Context: an optimization exercise on an open-source flow, tuned for small area. The choices shown serve that exercise and are no tape-out recipe.
Only simulation tests tie the RTL to the original design; equivalence was not proved.
No driver is modelled on the clock port, so clocking that relies on it looks cheaper here than on a real chip.
No activity file was given, so power comes from the tool's default toggle rates.

==> flow/design.v <==
package regfile_pkg;
  localparam int unsigned DEF_DATA_W = 32;
  localparam int unsigned DEF_ADDR_W = 5;
  typedef logic [DEF_ADDR_W-1:0] reg_addr_t;
  typedef logic [DEF_DATA_W-1:0] reg_data_t;
  localparam reg_addr_t REG_ZERO = '0;
endpackage
module regfile_aoi3 (
  input  logic [2:0] s,
  input  logic [2:0] d,
  output logic       y_n
);
  assign y_n = !(|(s & d));
endmodule
module regfile_rdport
#(
  parameter int unsigned DATA_W = regfile_pkg::DEF_DATA_W,
  parameter int unsigned ADDR_W = regfile_pkg::DEF_ADDR_W
) (
  input  logic [(2**ADDR_W)-1:1][DATA_W-1:0] mem,
  input  logic [(2**ADDR_W)-1:1]             busy,
  input  logic [(2**ADDR_W)-1:1]             sel,
  output logic [DATA_W-1:0]                  rdata,
  output logic                               rbusy
);
  localparam int unsigned NREG = 2**ADDR_W - 1;
  localparam int unsigned NGRP = NREG / 3;
  logic [DATA_W:0][NREG-1:0] col;
  logic [NREG-1:0]           selX;
  logic [DATA_W:0]           out;
  always_comb begin
    for (int r = 1; r <= NREG; r++) begin
      selX[r-1] = sel[r];
      for (int b = 0; b < DATA_W; b++) col[b][r-1] = mem[r][b];
      col[DATA_W][r-1] = busy[r];
    end
  end
  for (genvar b = 0; b <= DATA_W; b++) begin : g_bit
    logic [NGRP-1:0] grp_n;
    logic            rest;
    for (genvar g = 0; g < NGRP; g++) begin : g_grp
      regfile_aoi3 u_aoi (
        .s   (selX[3*g +: 3]),
        .d   (col[b][3*g +: 3]),
        .y_n (grp_n[g])
      );
    end
    always_comb begin
      rest = 1'b0;
      for (int r = 3*NGRP; r < NREG; r++) rest = rest | (selX[r] & col[b][r]);
    end
    assign out[b] = !(&grp_n) || rest;
  end
  assign rdata = out[DATA_W-1:0];
  assign rbusy = out[DATA_W];
endmodule
module regfile_row
#(
  parameter int unsigned DATA_W = regfile_pkg::DEF_DATA_W
) (
  input  logic              clk,
  input  logic              load,
  input  logic              hold,
  input  logic [DATA_W-1:0] d,
  output logic [DATA_W-1:0] q
);
  always_ff @(posedge clk) begin
    q <= ({DATA_W{load}} & d) | ({DATA_W{hold}} & q);
  end
endmodule
module regfile_sb
#(
  parameter int unsigned DATA_W = regfile_pkg::DEF_DATA_W,
  parameter int unsigned ADDR_W = regfile_pkg::DEF_ADDR_W,
  parameter int unsigned NUM_RD = 2,
  parameter int unsigned CNT_W  = ADDR_W + 1
) (
  input  logic                     clk,
  input  logic                     rst,
  input  logic                     we,
  input  logic [ADDR_W-1:0]        waddr,
  input  logic [DATA_W-1:0]        wdata,
  input  logic [NUM_RD*ADDR_W-1:0] raddr,
  output logic [NUM_RD*DATA_W-1:0] rdata,
  output logic [NUM_RD-1:0]        rbusy,
  input  logic                     issue_valid,
  input  logic [ADDR_W-1:0]        issue_dst,
  input  logic                     flush,
  output logic [CNT_W-1:0]         pend_cnt,
  output logic                     any_busy
);
  localparam int unsigned DEPTH = 2**ADDR_W;
  logic [DEPTH-1:1][DATA_W-1:0] memQ;
  logic [DEPTH-1:1]             busyQ, busyD;
  logic [DEPTH-1:1]             wrSel, isSel;
  logic [CNT_W-1:0]             cntQ, cntD;
  logic                         inc, dec;
  for (genvar r = 1; r < DEPTH; r++) begin : g_row
    assign wrSel[r] = we && (waddr == ADDR_W'(r));
    assign isSel[r] = issue_valid && (issue_dst == ADDR_W'(r));
    regfile_row #(.DATA_W(DATA_W)) u_row (
      .clk  (clk),
      .load (!rst && wrSel[r]),
      .hold (!rst && !wrSel[r]),
      .d    (wdata),
      .q    (memQ[r])
    );
  end
  always_comb begin
    busyD = '0;
    inc   = 1'b0;
    dec   = 1'b0;
    for (int r = 1; r < DEPTH; r++) begin
      busyD[r] = !flush && (isSel[r] || (busyQ[r] && !wrSel[r]));
      inc = inc || (isSel[r] && !busyQ[r]);
      dec = dec || (wrSel[r] && busyQ[r] && !isSel[r]);
    end
    if (flush)    cntD = '0;
    else if (inc && !dec) cntD = cntQ + CNT_W'(1);
    else if (dec && !inc) cntD = cntQ - CNT_W'(1);
    else          cntD = cntQ;
  end
  always_ff @(posedge clk) begin
    if (rst) begin
      busyQ <= '0;
      cntQ  <= '0;
    end else begin
      busyQ <= busyD;
      cntQ  <= cntD;
    end
  end
  assign pend_cnt = cntQ;
  assign any_busy = (cntQ != '0);
  for (genvar i = 0; i < NUM_RD; i++) begin : g_rd
    logic [DEPTH-1:1] sel;
    for (genvar r = 1; r < DEPTH; r++) begin : g_sel
      assign sel[r] = (raddr[i*ADDR_W +: ADDR_W] == ADDR_W'(r));
    end
    regfile_rdport #(
      .DATA_W(DATA_W),
      .ADDR_W(ADDR_W)
    ) u_rdport (
      .mem    (memQ),
      .busy   (busyQ),
      .sel    (sel),
      .rdata  (rdata[i*DATA_W +: DATA_W]),
      .rbusy  (rbusy[i])
    );
  end
endmodule
==> flow/config.mk <==
export PLATFORM = sky130hd
export DESIGN_NAME = regfile_sb
export DESIGN_NICKNAME = regfile_sb
export VERILOG_FILES = /design/flow/design.v
export SDC_FILE = /design/flow/constraint.sdc
export NUM_CORES = 4
export LEC_CHECK = 0
export CAP_MARGIN = 20
export CORE_MARGIN = 2
export CORE_UTILIZATION = 40
export SLEW_MARGIN = 20
export SYNTH_HIERARCHICAL = 1
==> flow/constraint.sdc <==
create_clock -name core_clock -period 7.0 [get_ports {clk}]
set_input_delay 1.4000 -clock core_clock [delete_from_list [all_inputs] [get_ports {clk}]]
set_output_delay 1.4000 -clock core_clock [all_outputs]
set_load 0.01 [all_outputs]
standard.sh (not shown) runs the stock make flow with config.mk's settings and CLKGATE_MAP_FILE= SYNTH_SCRIPT=/design/flow/synth_recipe.tcl, a recipe that flattens the netlist after the stock synthesis.
==> flow/flow/run.sh <==
#!/bin/bash
# The standard layout, with three changes passed to ORFS through its own
# variables: the port buffers are the smallest buffer cell, clock tree
# synthesis uses larger sink clusters and inserts no dummy loads, and after
# global routing gates off the critical paths are downsized.
set -euo pipefail
export BUFFER_PORTS_ARGS="-buffer_cell sky130_fd_sc_hd__buf_1"
export CTS_ARGS="-sink_clustering_enable -repair_clock_nets -dont_use_dummy_load -sink_clustering_size 24 -sink_clustering_max_diameter 80"
export RECOVER_POWER=100
bash standard.sh > standard.log 2>&1
The starting point finished with max-capacitance violations, max-slew violations left.
Change:
==> flow/flow/run.sh (replaced) <==
#!/bin/bash
# The standard layout, with three changes passed to ORFS through its own
# variables: the port buffers are the smallest buffer cell; clock tree
# synthesis uses larger sink clusters and inserts no dummy loads; and after
# clock tree synthesis flow/downsize.tcl gives each combinational cell the
# smallest drive strength that keeps timing and the slew and capacitance
# limits.
set -euo pipefail
export BUFFER_PORTS_ARGS="-buffer_cell sky130_fd_sc_hd__buf_1"
export CTS_ARGS="-sink_clustering_enable -repair_clock_nets -dont_use_dummy_load -sink_clustering_size 24 -sink_clustering_max_diameter 80"
export POST_CTS_TCL="$PWD/flow/downsize.tcl"
bash standard.sh > standard.log 2>&1
==> flow/flow/downsize.tcl (new file) <==
# Area recovery: give each combinational cell the smallest drive strength of
# its own function that keeps setup slack above a margin and adds no max-slew
# or max-capacitance violation. Clock-tree cells and registers are left alone.
proc ds_area { m } { return [get_property [get_lib_cells $m] area] }
proc ds_ok { margin } {
  if { [sta::worst_slack_cmd max] < $margin } { return 0 }
  if { [sta::max_slew_violation_count] > 0 } { return 0 }
  if { [sta::max_capacitance_violation_count] > 0 } { return 0 }
  return 1
}
set ds_margin [expr 0.5e-9]
set ds_lib sky130_fd_sc_hd__
set ds_before 0.0
set ds_after 0.0
set ds_count 0
foreach inst [get_cells *] {
  set name [get_full_name $inst]
  set m [get_property $inst ref_name]
  if { ![regexp "^${ds_lib}(\[a-z0-9]+)_(\[0-9]+)\$" $m -> base size] } { continue }
  if { [regexp {^(df|edf|sdf|dl|clk|tap|fill|decap|conb|diode|lpflow)} $base] } { continue }
  if { [regexp {^clk} $name] } { continue }
  set cands {}
  foreach s {0 1 2 4 6 8 12 16} {
    if { $s >= $size } { break }
    set c ${ds_lib}${base}_$s
    if { [llength [get_lib_cells -quiet $c]] > 0 } { lappend cands $c }
  }
  if { [llength $cands] == 0 } { continue }
  set a0 [ds_area $m]
  foreach c $cands {
    replace_cell $name $c
    if { [ds_ok $ds_margin] } {
      set ds_before [expr $ds_before + $a0]
      set ds_after [expr $ds_after + [ds_area $c]]
      incr ds_count
      set m ""
      break
    }
  }
  if { $m ne "" } { replace_cell $name $m }
}
puts "downsize: $ds_count cells, area $ds_before -> $ds_after"
After rerunning: This time the run finished clean. Combinational power shrinks by 5.4%. Synthesized cell count is unchanged. Area after synthesis stays the same. Cell area shrinks by 1.7%. Clock power barely changes. Non-clock buffer count grows by 14. Clock skew shrinks by 0.0045 ns. Total power shrinks by 0.45%. Via count grows by 0.31%. Cell count is about the same.
Change:
==> flow/flow/run.sh (replaced) <==
#!/bin/bash
# The standard layout, with two changes passed to ORFS through its own
# variables: the port buffers are the smallest buffer cell, and clock tree
# synthesis uses larger sink clusters and inserts no dummy loads.
set -euo pipefail
export BUFFER_PORTS_ARGS="-buffer_cell sky130_fd_sc_hd__buf_1"
export CTS_ARGS="-sink_clustering_enable -repair_clock_nets -dont_use_dummy_load -sink_clustering_size 24 -sink_clustering_max_diameter 80"
bash standard.sh > standard.log 2>&1
--- a/flow/config.mk
+++ b/flow/config.mk
@@ -8,5 +8,6 @@
 export CAP_MARGIN = 20
 export CORE_MARGIN = 2
-export CORE_UTILIZATION = 40
+export CORE_UTILIZATION = 60
+export PLACE_DENSITY = 0.7
 export SLEW_MARGIN = 20
 export SYNTH_HIERARCHICAL = 1
removed: flow/flow/downsize.tcl
=> The changed run completed with no timing, DRC or antenna violations; setup slack improves by 0.78 ns; global-route usage went up by 19 points; core utilization went up by 23 points; clock skew went up by 0.026 ns; register-to-register slack stays flat; combinational power went up by roughly a tenth; cell area went up slightly; area after synthesis does not change.
Change:
--- a/flow/config.mk
+++ b/flow/config.mk
@@ -6,8 +6,7 @@
 export NUM_CORES = 4
 export LEC_CHECK = 0
-export CAP_MARGIN = 20
+export CAP_MARGIN = 0
 export CORE_MARGIN = 2
-export CORE_UTILIZATION = 60
-export PLACE_DENSITY = 0.7
-export SLEW_MARGIN = 20
+export CORE_UTILIZATION = 40
+export SLEW_MARGIN = 0
 export SYNTH_HIERARCHICAL = 1
Clock-buffer cell count rose by 1. First-iteration DRC count drops by roughly a tenth. Clock skew shrinks by 0.031 ns. Final area hardly moves. Global-route usage came out lower by 19 points. Worst hold slack stays flat. Non-clock buffer count fell by 30. Clock power grows by a few percent. Die area came out higher by well over a third. Total power is about the same.

* * *

Starts from the design.v that is shown in full above.
clock: 7.0 ns
lec_check: 0
cap_margin: 20
core_margin: 2
core_utilization: 40
slew_margin: 20
synth_hierarchical: 1
==> flow/flow/run.sh <==
#!/bin/bash
# The standard layout, with three changes passed to ORFS through its own
# variables: the port buffers are the smallest buffer cell; clock tree
# synthesis uses larger sink clusters and inserts no dummy loads; and after
# clock tree synthesis flow/downsize.tcl gives each combinational cell the
# smallest drive strength that keeps timing and the slew and capacitance
# limits.
set -euo pipefail
export BUFFER_PORTS_ARGS="-buffer_cell sky130_fd_sc_hd__buf_1"
export CTS_ARGS="-sink_clustering_enable -repair_clock_nets -dont_use_dummy_load -sink_clustering_size 24 -sink_clustering_max_diameter 80"
export POST_CTS_TCL="$PWD/flow/downsize.tcl"
bash standard.sh > standard.log 2>&1
==> flow/flow/downsize.tcl <==
# Area recovery: give each combinational cell the smallest drive strength of
# its own function that keeps setup slack above a margin and adds no max-slew
# or max-capacitance violation. Clock-tree cells and registers are left alone.
proc ds_area { m } { return [get_property [get_lib_cells $m] area] }
proc ds_ok { margin } {
  if { [sta::worst_slack_cmd max] < $margin } { return 0 }
  if { [sta::max_slew_violation_count] > 0 } { return 0 }
  if { [sta::max_capacitance_violation_count] > 0 } { return 0 }
  return 1
}
set ds_margin [expr 0.25e-9]
set ds_lib sky130_fd_sc_hd__
set ds_before 0.0
set ds_after 0.0
set ds_count 0
foreach inst [get_cells *] {
  set name [get_full_name $inst]
  set m [get_property $inst ref_name]
  if { ![regexp "^${ds_lib}(\[a-z0-9]+)_(\[0-9]+)\$" $m -> base size] } { continue }
  if { [regexp {^(df|edf|sdf|dl|clk|tap|fill|decap|conb|diode|lpflow)} $base] } { continue }
  if { [regexp {^clk} $name] } { continue }
  set cands {}
  foreach s {0 1 2 4 6 8 12 16} {
    if { $s >= $size } { break }
    set c ${ds_lib}${base}_$s
    if { [llength [get_lib_cells -quiet $c]] > 0 } { lappend cands $c }
  }
  if { [llength $cands] == 0 } { continue }
  set a0 [ds_area $m]
  foreach c $cands {
    replace_cell $name $c
    if { [ds_ok $ds_margin] } {
      set ds_before [expr $ds_before + $a0]
      set ds_after [expr $ds_after + [ds_area $c]]
      incr ds_count
      set m ""
      break
    }
  }
  if { $m ne "" } { replace_cell $name $m }
}
puts "downsize: $ds_count cells, area $ds_before -> $ds_after"
Then changed:
--- a/flow/flow/run.sh
+++ b/flow/flow/run.sh
@@ -7 +7,2 @@
-# limits.
+# limits, and after the repairs that follow global routing it does so again
+# on global-route parasitics (flow/grt_hook.tcl).
@@ -10 +11 @@
-export CTS_ARGS="-sink_clustering_enable -repair_clock_nets -dont_use_dummy_load -sink_clustering_size 24 -sink_clustering_max_diameter 80"
+export CTS_ARGS="-sink_clustering_enable -repair_clock_nets -dont_use_dummy_load -sink_clustering_size 28 -sink_clustering_max_diameter 85"
@@ -11,0 +13 @@
+export PRE_GLOBAL_ROUTE_TCL="$PWD/flow/grt_hook.tcl"
--- a/flow/flow/downsize.tcl
+++ b/flow/flow/downsize.tcl
@@ -4,0 +5,8 @@
+if { ![info exists ::ds_slew_min] } { set ::ds_slew_min 0.0 }
+if { ![info exists ::ds_cap_min] } { set ::ds_cap_min 0.0 }
+if { ![info exists ::ds_margin] } { set ::ds_margin [expr 0.5e-9] }
+# Each bound is the given one or, where the design already falls short of
+# it, what the design has now: a change may not make any of them worse.
+set ::ds_margin [expr min($::ds_margin, [sta::worst_slack_cmd max])]
+set ::ds_slew_min [expr min($::ds_slew_min, [sta::max_slew_check_slack_limit])]
+set ::ds_cap_min [expr min($::ds_cap_min, [sta::max_capacitance_check_slack_limit])]
@@ -8,0 +17,2 @@
+  if { [sta::max_slew_check_slack_limit] < $::ds_slew_min } { return 0 }
+  if { [sta::max_capacitance_check_slack_limit] < $::ds_cap_min } { return 0 }
@@ -11 +20,0 @@
-set ds_margin [expr 0.25e-9]
@@ -20 +29,3 @@
-  if { [regexp {^(df|edf|sdf|dl|clk|tap|fill|decap|conb|diode|lpflow)} $base] } { continue }
+  if { [regexp {^(df|edf|sdf|dl|tap|fill|decap|conb|diode|lpflow)} $base] } { continue }
+  # Clock-tree cells (CTS names them clkbuf_* and clkload*, and they drive
+  # the clock net) stay as CTS sized them.
@@ -21,0 +33,4 @@
+  if { [regexp {^clk} $base] } {
+    set outs [get_nets -quiet -of_objects [get_pins -of_objects $inst -filter "direction==output"]]
+    if { [llength $outs] == 0 || [regexp {clk} [get_full_name [lindex $outs 0]]] } { continue }
+  }
@@ -32 +47 @@
-    if { [ds_ok $ds_margin] } {
+    if { [ds_ok $::ds_margin] } {
==> flow/flow/grt_hook.tcl (new file) <==
# Sourced before global routing. ORFS calls recover_power_helper between an
# incremental global-route start and end, after its repairs with global-route
# parasitics; in its place, downsize again on those parasitics, keeping 5%
# headroom on slew and capacitance, so the rerouted nets follow the new cells.
set ::grt_hook_dir [file dirname [file normalize [info script]]]
proc recover_power_helper { } {
  set ::ds_slew_min 0.05
  set ::ds_cap_min 0.05
  set ::ds_margin [expr 0.5e-9]
  uplevel #0 [list source [file join $::grt_hook_dir downsize.tcl]]
}
--- a/flow/config.mk
+++ b/flow/config.mk
@@ -10,0 +11 @@
+export SETUP_SLACK_MARGIN = 0.3
Effect: Now the flow completed, yet does not pass: max-capacitance violations, max-slew violations, negative setup slack; combinational power shrinks by about 2%; fmax went down by about 3%; clock power came out lower by about 6%.

afterwards: timing with drivers on the ports:
Ports are ideal in the flow. The routed layouts listed here were re-timed in OpenROAD. Step 1 sets driving cells, clkbuf_16 on the clock port and buf_2 on the other inputs (assumed; they add their load-dependent delay and slew). Step 2 also shifts input and output timing later by t, the mid clock arrival at the registers, as if the neighbouring blocks saw the same clock. Three values: no drivers, after step 1, after step 2; two values: the first two.
run	t (ns)	setup slack, ns	worst hold slack (ns)	worst setup path at the end	worst data-port slew with drivers (ns)
the first run of note 1	0.710	0.315 / 0.278 / -0.054	0.503 / 0.503 / 0.503	input to register	0.25
the second run of note 1	0.713	0.150 / 0.113 / 0.113	0.502 / 0.502 / 0.502	input to output	0.26
the third run of note 1	0.706	0.932 / 0.858 / 0.858	0.504 / 0.504 / 0.504	input to output	0.08
the fourth run of note 1	0.724	0.807 / 0.764 / 0.764	0.502 / 0.502 / 0.502	input to output	0.27
the first run of note 2	0.713	0.150 / 0.113 / 0.113	0.502 / 0.502 / 0.502	input to output	0.26
the second run of note 2	0.693	-0.074 / -0.111 / -0.111	0.505 / 0.505 / 0.505	input to output	0.25
The setup slack of the first run of note 1, which loses most, moves by -0.037 ns with the drivers and by -0.369 ns with both steps.
